Source: an optimization exercise on an open RTL-to-GDS flow (aim: small area, a short achievable clock period and few clock cycles per item). Production flows keep margins and buffers that such runs may drop. Function was checked by simulation only, so behaviour that the tests miss may differ from the original.

nickel:
==> flow/design.v (excerpt) <==
module gradient_row_span_generator #(
  parameter int unsigned FbMaxDim = 8192
) (
  input  logic          clk_i,
  input  logic          rst_ni,
  input  logic          s_axis_tvalid,
  output logic          s_axis_tready,
  input  logic [127:0]  s_axis_tdata,
  output logic          m_axis_tvalid,
  input  logic          m_axis_tready,
  output logic [63:0]   m_axis_tdata,
  output logic          m_axis_tuser,
  input  logic          cfg_we_i,
  input  logic [1:0]    cfg_idx_i,
  input  logic [13:0]   cfg_wdata_i
);
Size in the first run: about 7500 cells after synthesis, ~220 I/O pins, ~78000 sq um of cells after synthesis.
clock: 8.5 ns
lec_check: 0
cap_margin: 20
core_margin: 2
core_utilization: 40
cts_buf_list: sky130_fd_sc_hd__clkbuf_4 sky130_fd_sc_hd__clkbuf_8
setup_slack_margin: 4.5
slew_margin: 20
tns_end_percent: 20
run.sh (not shown) runs the stock make flow with config.mk's settings and CLKGATE_MAP_FILE= SYNTH_SCRIPT=/design/flow/synth_recipe.tcl, a recipe that flattens the netlist after the stock synthesis.
Testbench counts of nickel, summed over its fixed seeds: cycles 16,048, items 16,000.
--- input diff nickel..juniper ---
--- a/flow/design.v
+++ b/flow/design.v
@@ -21,45 +21,55 @@
   assign s1  = row[0] ^ row[1] ^ row[2];
   assign c1  = 23'({(row[0] & row[1]) | (row[0] & row[2]) | (row[1] & row[2]), 1'b0});
   assign s2  = s1 ^ c1 ^ row[3];
   assign c2  = 23'({(s1 & c1) | (s1 & row[3]) | (c1 & row[3]), 1'b0});
   assign p_o = s2 + c2;
 endmodule
 module grsg_amul (
   input  logic [12:0] py_i,
+  input  logic [12:0] x0_i,
   input  logic [13:0] s_i,
   input  logic [15:0] s3_i,
-  output logic [19:0] lo_o,
+  output logic [20:0] lo_o,
   output logic [19:0] hi_o
 );
-  logic [5:0][15:0] sel;
-  for (genvar k = 0; k < 6; k++) begin : g_sel
+  logic [6:0][15:0] sel;
+  for (genvar k = 0; k < 7; k++) begin : g_sel
+    logic [1:0] dg;
+    assign dg = (k == 6) ? {1'b0, py_i[12]} : py_i[2*k +: 2];
     always_comb begin
-      case (py_i[2*k +: 2])
+      case (dg)
         2'd0: sel[k] = 16'd0;
         2'd1: sel[k] = {2'b00, s_i};
         2'd2: sel[k] = {1'b0, s_i, 1'b0};
         default: sel[k] = s3_i;
       endcase
     end
   end
-  logic [19:0] l0, l1, l2, ls, lc, h0, h1, h2, hs, hc;
-  assign l0   = 20'(sel[0]);
-  assign l1   = 20'(sel[1]) << 2;
-  assign l2   = 20'(sel[2]) << 4;
-  assign ls   = l0 ^ l1 ^ l2;
-  assign lc   = 20'({(l0 & l1) | (l0 & l2) | (l1 & l2), 1'b0});
-  assign lo_o = ls + lc;
+  logic [20:0] l0, l1, l2, l3, ls1, lc1, ls2, lc2;
+  assign l0  = 21'(sel[0]);
+  assign l1  = 21'(sel[1]) << 2;
+  assign l2  = 21'(sel[2]) << 4;
+  assign l3  = 21'(x0_i);
+  assign ls1 = l0 ^ l1 ^ l2;
+  assign lc1 = 21'({(l0 & l1) | (l0 & l2) | (l1 & l2), 1'b0});
+  assign ls2 = ls1 ^ lc1 ^ l3;
+  assign lc2 = 21'({(ls1 & lc1) | (ls1 & l3) | (lc1 & l3), 1'b0});
+  assign lo_o = ls2 + lc2;
+  logic [19:0] h0, h1, h2, h3, hs1, hc1, hs2, hc2;
   assign h0   = 20'(sel[3]);
   assign h1   = 20'(sel[4]) << 2;
   assign h2   = 20'(sel[5]) << 4;
-  assign hs   = h0 ^ h1 ^ h2;
-  assign hc   = 20'({(h0 & h1) | (h0 & h2) | (h1 & h2), 1'b0});
-  assign hi_o = hs + hc;
+  assign h3   = 20'(sel[6]) << 6;
+  assign hs1  = h0 ^ h1 ^ h2;
+  assign hc1  = 20'({(h0 & h1) | (h0 & h2) | (h1 & h2), 1'b0});
+  assign hs2  = hs1 ^ hc1 ^ h3;
+  assign hc2  = 20'({(hs1 & hc1) | (hs1 & h3) | (hc1 & h3), 1'b0});
+  assign hi_o = hs2 + hc2;
 endmodule
 module grsg_r4_step #(
   parameter int B = 0
 ) (
   input  logic [B+16:0] rem_i,
   input  logic [14:0]   nd_i,
   input  logic [16:0]   n3d_i,
   output logic [B+14:0] rem_o,
@@ -210,47 +220,45 @@
     s2_le  = {2'b00, r2_xe} - {2'b00, r2_x0};
     s2_l   = (r2_xe_ge || ({1'b0, r2_xe} > fbw_q)) ? s2_lw : s2_le;
     s2_vis = r2_vis && !s2_l[14] && (s2_l[13:0] != 14'd0) && ({1'b0, r2_py} < fbh_q);
     s2_n3d = {2'b11, r2_nd} + {1'b1, r2_nd, 1'b0};           
   end
   for (genvar c = 0; c < 3; c++) begin : g_cmul
     grsg_cmul u_cmul (.mag_i (r2_mag[8*c +: 8]), .j_i (r2_j), .j3_i (r2_j3), .p_o (s2_n[c]));
   end
-  logic [19:0] s2_plo, s2_phi;
+  logic [20:0] s2_plo;
+  logic [19:0] s2_phi;
   grsg_amul u_amul (
-    .py_i (r2_py), .s_i (str_q), .s3_i (str3_q), .lo_o (s2_plo), .hi_o (s2_phi)
+    .py_i (r2_py), .x0_i (r2_x0), .s_i (str_q), .s3_i (str3_q), .lo_o (s2_plo), .hi_o (s2_phi)
   );
   logic        r3_vis;
   logic [13:0] r3_len;
-  logic [19:0] r3_plo, r3_phi;
-  logic        r3_py12;
-  logic [12:0] r3_x0;
+  logic [20:0] r3_plo;
+  logic [19:0] r3_phi;
   logic [2:0][22:0] r3_n;
   logic [23:0] r3_c0;
   logic [2:0]  r3_neg;
   logic [14:0] r3_nd;
   logic [16:0] r3_n3d;
   always_ff @(posedge clk_i) begin
     if (adv) begin
       r3_vis <= s2_vis;
       r3_len <= s2_l[13:0];
       r3_plo <= s2_plo;
       r3_phi <= s2_phi;
-      r3_py12 <= r2_py[12];
-      r3_x0  <= r2_x0;
       r3_n   <= s2_n;
       r3_c0  <= r2_c0;
       r3_neg <= r2_neg;
       r3_nd  <= r2_nd;
       r3_n3d <= s2_n3d;
     end
   end
   logic [25:0] s3_addr;
-  assign s3_addr = 26'(r3_plo) + {r3_phi, 6'd0} + (r3_py12 ? {str_q, 12'd0} : 26'd0) + 26'(r3_x0);
+  assign s3_addr = 26'(r3_plo) + {r3_phi, 6'd0};
   logic [2:0][20:0] s3_rem;
   logic [2:0][1:0]  s3_q;
   for (genvar c = 0; c < 3; c++) begin : g_d3
     grsg_r4_step #(.B(6)) u_step (
       .rem_i (r3_n[c]), .nd_i (r3_nd), .n3d_i (r3_n3d), .rem_o (s3_rem[c]), .q_o (s3_q[c])
     );
   end
   logic        r4_vis;
==> summary.txt <==
juniper finished end to end and its layout was clean on timing, DRC and antenna.
The post-synthesis adder-cell area fraction of juniper and that of nickel are within noise of each other.
Comparing nickel and juniper, first-iteration DRC count is higher on nickel.
Global placement routability congestion delta for juniper relative to nickel: about 2.7% higher
Taking nickel as the reference, in juniper final wirelength decreased 2100 um, final cell count decreased 105.
Testbench counts of juniper, summed over its fixed seeds: cycles 16,048, items 16,000.

========
## P
Another version of the RTL of gradient_row_span_generator (not shown whole).
For scale: about 7,500 cells after synthesis, about 1,000 flip-flops, roughly 220 I/O pins.
Settings: LEC_CHECK=0, CAP_MARGIN=20, CORE_MARGIN=2, CORE_UTILIZATION=40, CTS_BUF_LIST=sky130_fd_sc_hd__clkbuf_4 sky130_fd_sc_hd__clkbuf_8, SETUP_SLACK_MARGIN=4, SLEW_MARGIN=20, TNS_END_PERCENT=20; clock period 8.5 ns.
Testbench counts of P, summed over its fixed seeds: cycles 16,048, items 16,000.
### P -> Q
--- a/flow/design.v
+++ b/flow/design.v
@@ -142,39 +142,29 @@
       if (cfg_idx_i == 2'd0) fbw_q <= wsat;
       if (cfg_idx_i == 2'd1) fbh_q <= wsat;
       if (cfg_idx_i == 2'd2) str_q <= wsat;
     end
   end
   always_ff @(posedge clk_i or negedge rst_ni) begin
     if (!rst_ni) str3_q <= 16'd1920;
     else         str3_q <= {2'b00, str_q} + {1'b0, str_q, 1'b0};
   end
   logic [7:2]  vld_q;
-  logic        k_vld_q;
-  logic [64:0] f_q, k_q;
+  logic [64:0] f_q;
   logic        adv;
-  assign adv           = !k_vld_q;
+  assign adv           = !vld_q[7] || m_axis_tready;
   assign s_axis_tready = adv;
-  assign m_axis_tvalid = k_vld_q || vld_q[7];
-  assign {m_axis_tuser, m_axis_tdata} = k_vld_q ? k_q : f_q;
+  assign m_axis_tvalid = vld_q[7];
+  assign {m_axis_tuser, m_axis_tdata} = f_q;
   always_ff @(posedge clk_i or negedge rst_ni) begin
-    if (!rst_ni) begin
-      vld_q   <= '0;
-      k_vld_q <= 1'b0;
-    end else begin
-      if (adv) vld_q <= {vld_q[6:2], s_axis_tvalid};
-      if (!k_vld_q) k_vld_q <= vld_q[7] && !m_axis_tready;
-      else if (m_axis_tready) k_vld_q <= 1'b0;
-    end
-  end
-  always_ff @(posedge clk_i) begin
-    if (!k_vld_q) k_q <= f_q;
+    if (!rst_ni) vld_q <= '0;
+    else if (adv) vld_q <= {vld_q[6:2], s_axis_tvalid};
   end
   logic signed [15:0] in_x, in_y, in_w, in_h;
   logic [14:0] in_j;
   logic [23:0] in_c0, in_c1;
   assign in_x  = s_axis_tdata[15:0];
   assign in_y  = s_axis_tdata[31:16];
   assign in_w  = s_axis_tdata[47:32];
   assign in_h  = s_axis_tdata[63:48];
   assign in_c0 = s_axis_tdata[87:64];
   assign in_c1 = s_axis_tdata[111:88];
--- outcome ---
- [Q] final cycle utilization of the critical path rose 0.45 points relative to P
- Comparing P and Q, the lower register bit count reported by yosys is on Q.
- The minimum period implied by the final worst setup slack reported for Q is greater than that of P by 0.038 ns.
- Changes observed in Q relative to P: post-layout worst setup margin decreased 0.038 ns; area of the placeable core decreased 4600 µm²; worst hold slack after final layout increased 0.026 ns.
- In the reports for P and Q, the larger via count belongs to P.
- Final weighted congestion of routability-driven global placement went down slightly going from P to Q.
- The higher cell count of P and Q is in P.
Testbench counts of Q, summed over its fixed seeds: cycles 16,048, items 16,000.

========
== tundra ==
RTL: one of the versions met above, not the one the previous note started from.
Size: ~220 I/O pins.
==> flow/config.mk <==
export PLATFORM = sky130hd
export DESIGN_NAME = gradient_row_span_generator
export DESIGN_NICKNAME = gradient_row_span_generator
export VERILOG_FILES = /design/flow/design.v
export SDC_FILE = /design/flow/constraint.sdc
export NUM_CORES = 4
export LEC_CHECK = 0
export CAP_MARGIN = 20
export CORE_MARGIN = 2
export CORE_UTILIZATION = 40
export CTS_BUF_LIST = sky130_fd_sc_hd__clkbuf_8
export CTS_CLUSTER_DIAMETER = 100
export CTS_CLUSTER_SIZE = 14
export SETUP_SLACK_MARGIN = 4.5
export SLEW_MARGIN = 20
export TNS_END_PERCENT = 20
==> flow/constraint.sdc <==
create_clock -name core_clock -period 8.5 [get_ports {clk_i}]
set_input_delay 1.7000 -clock core_clock [delete_from_list [all_inputs] [get_ports {clk_i}]]
set_output_delay 1.7000 -clock core_clock [all_outputs]
set_load 0.01 [all_outputs]
The final layout from tundra, which completed every stage, passed the timing, design-rule and antenna checks at the end of the flow.
Testbench counts of tundra, summed over its fixed seeds: cycles 16,048, items 16,000.
[inputs] sierra vs tundra
diff --git a/flow/design.v b/flow/design.v
--- a/flow/design.v
+++ b/flow/design.v
@@ -21,45 +21,55 @@
   assign s1  = row[0] ^ row[1] ^ row[2];
   assign c1  = 23'({(row[0] & row[1]) | (row[0] & row[2]) | (row[1] & row[2]), 1'b0});
   assign s2  = s1 ^ c1 ^ row[3];
   assign c2  = 23'({(s1 & c1) | (s1 & row[3]) | (c1 & row[3]), 1'b0});
   assign p_o = s2 + c2;
 endmodule
 module grsg_amul (
   input  logic [12:0] py_i,
+  input  logic [12:0] x0_i,
   input  logic [13:0] s_i,
   input  logic [15:0] s3_i,
-  output logic [19:0] lo_o,
+  output logic [20:0] lo_o,
   output logic [19:0] hi_o
 );
-  logic [5:0][15:0] sel;
-  for (genvar k = 0; k < 6; k++) begin : g_sel
+  logic [6:0][15:0] sel;
+  for (genvar k = 0; k < 7; k++) begin : g_sel
+    logic [1:0] dg;
+    assign dg = (k == 6) ? {1'b0, py_i[12]} : py_i[2*k +: 2];
     always_comb begin
-      case (py_i[2*k +: 2])
+      case (dg)
         2'd0: sel[k] = 16'd0;
         2'd1: sel[k] = {2'b00, s_i};
         2'd2: sel[k] = {1'b0, s_i, 1'b0};
         default: sel[k] = s3_i;
       endcase
     end
   end
-  logic [19:0] l0, l1, l2, ls, lc, h0, h1, h2, hs, hc;
-  assign l0   = 20'(sel[0]);
-  assign l1   = 20'(sel[1]) << 2;
-  assign l2   = 20'(sel[2]) << 4;
-  assign ls   = l0 ^ l1 ^ l2;
-  assign lc   = 20'({(l0 & l1) | (l0 & l2) | (l1 & l2), 1'b0});
-  assign lo_o = ls + lc;
+  logic [20:0] l0, l1, l2, l3, ls1, lc1, ls2, lc2;
+  assign l0  = 21'(sel[0]);
+  assign l1  = 21'(sel[1]) << 2;
+  assign l2  = 21'(sel[2]) << 4;
+  assign l3  = 21'(x0_i);
+  assign ls1 = l0 ^ l1 ^ l2;
+  assign lc1 = 21'({(l0 & l1) | (l0 & l2) | (l1 & l2), 1'b0});
+  assign ls2 = ls1 ^ lc1 ^ l3;
+  assign lc2 = 21'({(ls1 & lc1) | (ls1 & l3) | (lc1 & l3), 1'b0});
+  assign lo_o = ls2 + lc2;
+  logic [19:0] h0, h1, h2, h3, hs1, hc1, hs2, hc2;
   assign h0   = 20'(sel[3]);
   assign h1   = 20'(sel[4]) << 2;
   assign h2   = 20'(sel[5]) << 4;
-  assign hs   = h0 ^ h1 ^ h2;
-  assign hc   = 20'({(h0 & h1) | (h0 & h2) | (h1 & h2), 1'b0});
-  assign hi_o = hs + hc;
+  assign h3   = 20'(sel[6]) << 6;
+  assign hs1  = h0 ^ h1 ^ h2;
+  assign hc1  = 20'({(h0 & h1) | (h0 & h2) | (h1 & h2), 1'b0});
+  assign hs2  = hs1 ^ hc1 ^ h3;
+  assign hc2  = 20'({(hs1 & hc1) | (hs1 & h3) | (hc1 & h3), 1'b0});
+  assign hi_o = hs2 + hc2;
 endmodule
 module grsg_r4_step #(
   parameter int B = 0
 ) (
   input  logic [B+16:0] rem_i,
   input  logic [14:0]   nd_i,
   input  logic [16:0]   n3d_i,
   output logic [B+14:0] rem_o,
@@ -210,47 +220,45 @@
     s2_le  = {2'b00, r2_xe} - {2'b00, r2_x0};
     s2_l   = (r2_xe_ge || ({1'b0, r2_xe} > fbw_q)) ? s2_lw : s2_le;
     s2_vis = r2_vis && !s2_l[14] && (s2_l[13:0] != 14'd0) && ({1'b0, r2_py} < fbh_q);
     s2_n3d = {2'b11, r2_nd} + {1'b1, r2_nd, 1'b0};           
   end
   for (genvar c = 0; c < 3; c++) begin : g_cmul
     grsg_cmul u_cmul (.mag_i (r2_mag[8*c +: 8]), .j_i (r2_j), .j3_i (r2_j3), .p_o (s2_n[c]));
   end
-  logic [19:0] s2_plo, s2_phi;
+  logic [20:0] s2_plo;
+  logic [19:0] s2_phi;
   grsg_amul u_amul (
-    .py_i (r2_py), .s_i (str_q), .s3_i (str3_q), .lo_o (s2_plo), .hi_o (s2_phi)
+    .py_i (r2_py), .x0_i (r2_x0), .s_i (str_q), .s3_i (str3_q), .lo_o (s2_plo), .hi_o (s2_phi)
   );
   logic        r3_vis;
   logic [13:0] r3_len;
-  logic [19:0] r3_plo, r3_phi;
-  logic        r3_py12;
-  logic [12:0] r3_x0;
+  logic [20:0] r3_plo;
+  logic [19:0] r3_phi;
   logic [2:0][22:0] r3_n;
   logic [23:0] r3_c0;
   logic [2:0]  r3_neg;
   logic [14:0] r3_nd;
   logic [16:0] r3_n3d;
   always_ff @(posedge clk_i) begin
     if (adv) begin
       r3_vis <= s2_vis;
       r3_len <= s2_l[13:0];
       r3_plo <= s2_plo;
       r3_phi <= s2_phi;
-      r3_py12 <= r2_py[12];
-      r3_x0  <= r2_x0;
       r3_n   <= s2_n;
       r3_c0  <= r2_c0;
       r3_neg <= r2_neg;
       r3_nd  <= r2_nd;
       r3_n3d <= s2_n3d;
     end
   end
   logic [25:0] s3_addr;
-  assign s3_addr = 26'(r3_plo) + {r3_phi, 6'd0} + (r3_py12 ? {str_q, 12'd0} : 26'd0) + 26'(r3_x0);
+  assign s3_addr = 26'(r3_plo) + {r3_phi, 6'd0};
   logic [2:0][20:0] s3_rem;
   logic [2:0][1:0]  s3_q;
   for (genvar c = 0; c < 3; c++) begin : g_d3
     grsg_r4_step #(.B(6)) u_step (
       .rem_i (r3_n[c]), .nd_i (r3_nd), .n3d_i (r3_n3d), .rem_o (s3_rem[c]), .q_o (s3_q[c])
     );
   end
   logic        r4_vis;
Findings:
- Final critical-path required period deteriorates in sierra relative to tundra.
- Compared with tundra, in sierra effective utilization at floorplan held, global-route wire length before repair saw little to no change, design area dropped 0.36%.
- Going from tundra to sierra, post-synthesis cell count shrinks by 111.
- Changes observed in sierra relative to tundra: width of the chip decreased 0.56%; buffers plus inverters on the worst setup path went up; sequential cell count decreased by 13 relative to the old numbers.
- The final reports for sierra and tundra show area added between synthesis and finish higher in the former.
- The detailed-route wire length was comparable across sierra and tundra.
Testbench counts of sierra, summed over its fixed seeds: cycles 16,048, items 16,000.

-- afterwards: timing with drivers on the ports --
In the flow no input, the clock included, has a driving cell. The finished layouts below were timed again as built, in two steps. Step 1 (the two cells are an assumption about what drives the block):
set clk [get_ports {clk_i}]
set_driving_cell -lib_cell sky130_fd_sc_hd__clkbuf_16 $clk
set_driving_cell -lib_cell sky130_fd_sc_hd__buf_2 [delete_from_list [all_inputs] $clk]
Step 2 moves the port delays by t, midway between the first and last clock arrival at a register: inputs arrive t later, outputs are due t later. That takes back most of the time a late clock gives input paths. Slacks: ideal / step 1 / step 2; pairs: ideal / step 1.
| run | shift t [ns] | setup slack, ns | worst setup path after step 2 | clock arrival spread, ns | cell pins on the clock port's net |
|---|---|---|---|---|---|
| nickel | 0.998 | 4.318 / 4.318 / 3.387 | input to register | 0.072 / 0.072 | 1 |
| juniper | 1.003 | 4.266 / 4.266 / 3.397 | input to register | 0.067 / 0.067 | 1 |
| P | 1.026 | 4.066 / 4.018 / 3.165 | input to register | 0.080 / 0.080 | 1 |
| Q | 1.002 | 4.028 / 4.027 / 3.190 | input to register | 0.070 / 0.069 | 1 |
| tundra | 0.926 | 4.314 / 4.314 / 3.551 | input to register | 0.074 / 0.074 | 1 |
| sierra | 0.946 | 4.261 / 4.261 / 3.558 | input to register | 0.085 / 0.085 | 1 |
After both steps every run listed still meets setup and hold. The setup slack of nickel, which loses most, moves by 0.000 ns with the drivers and by -0.931 ns with both steps.
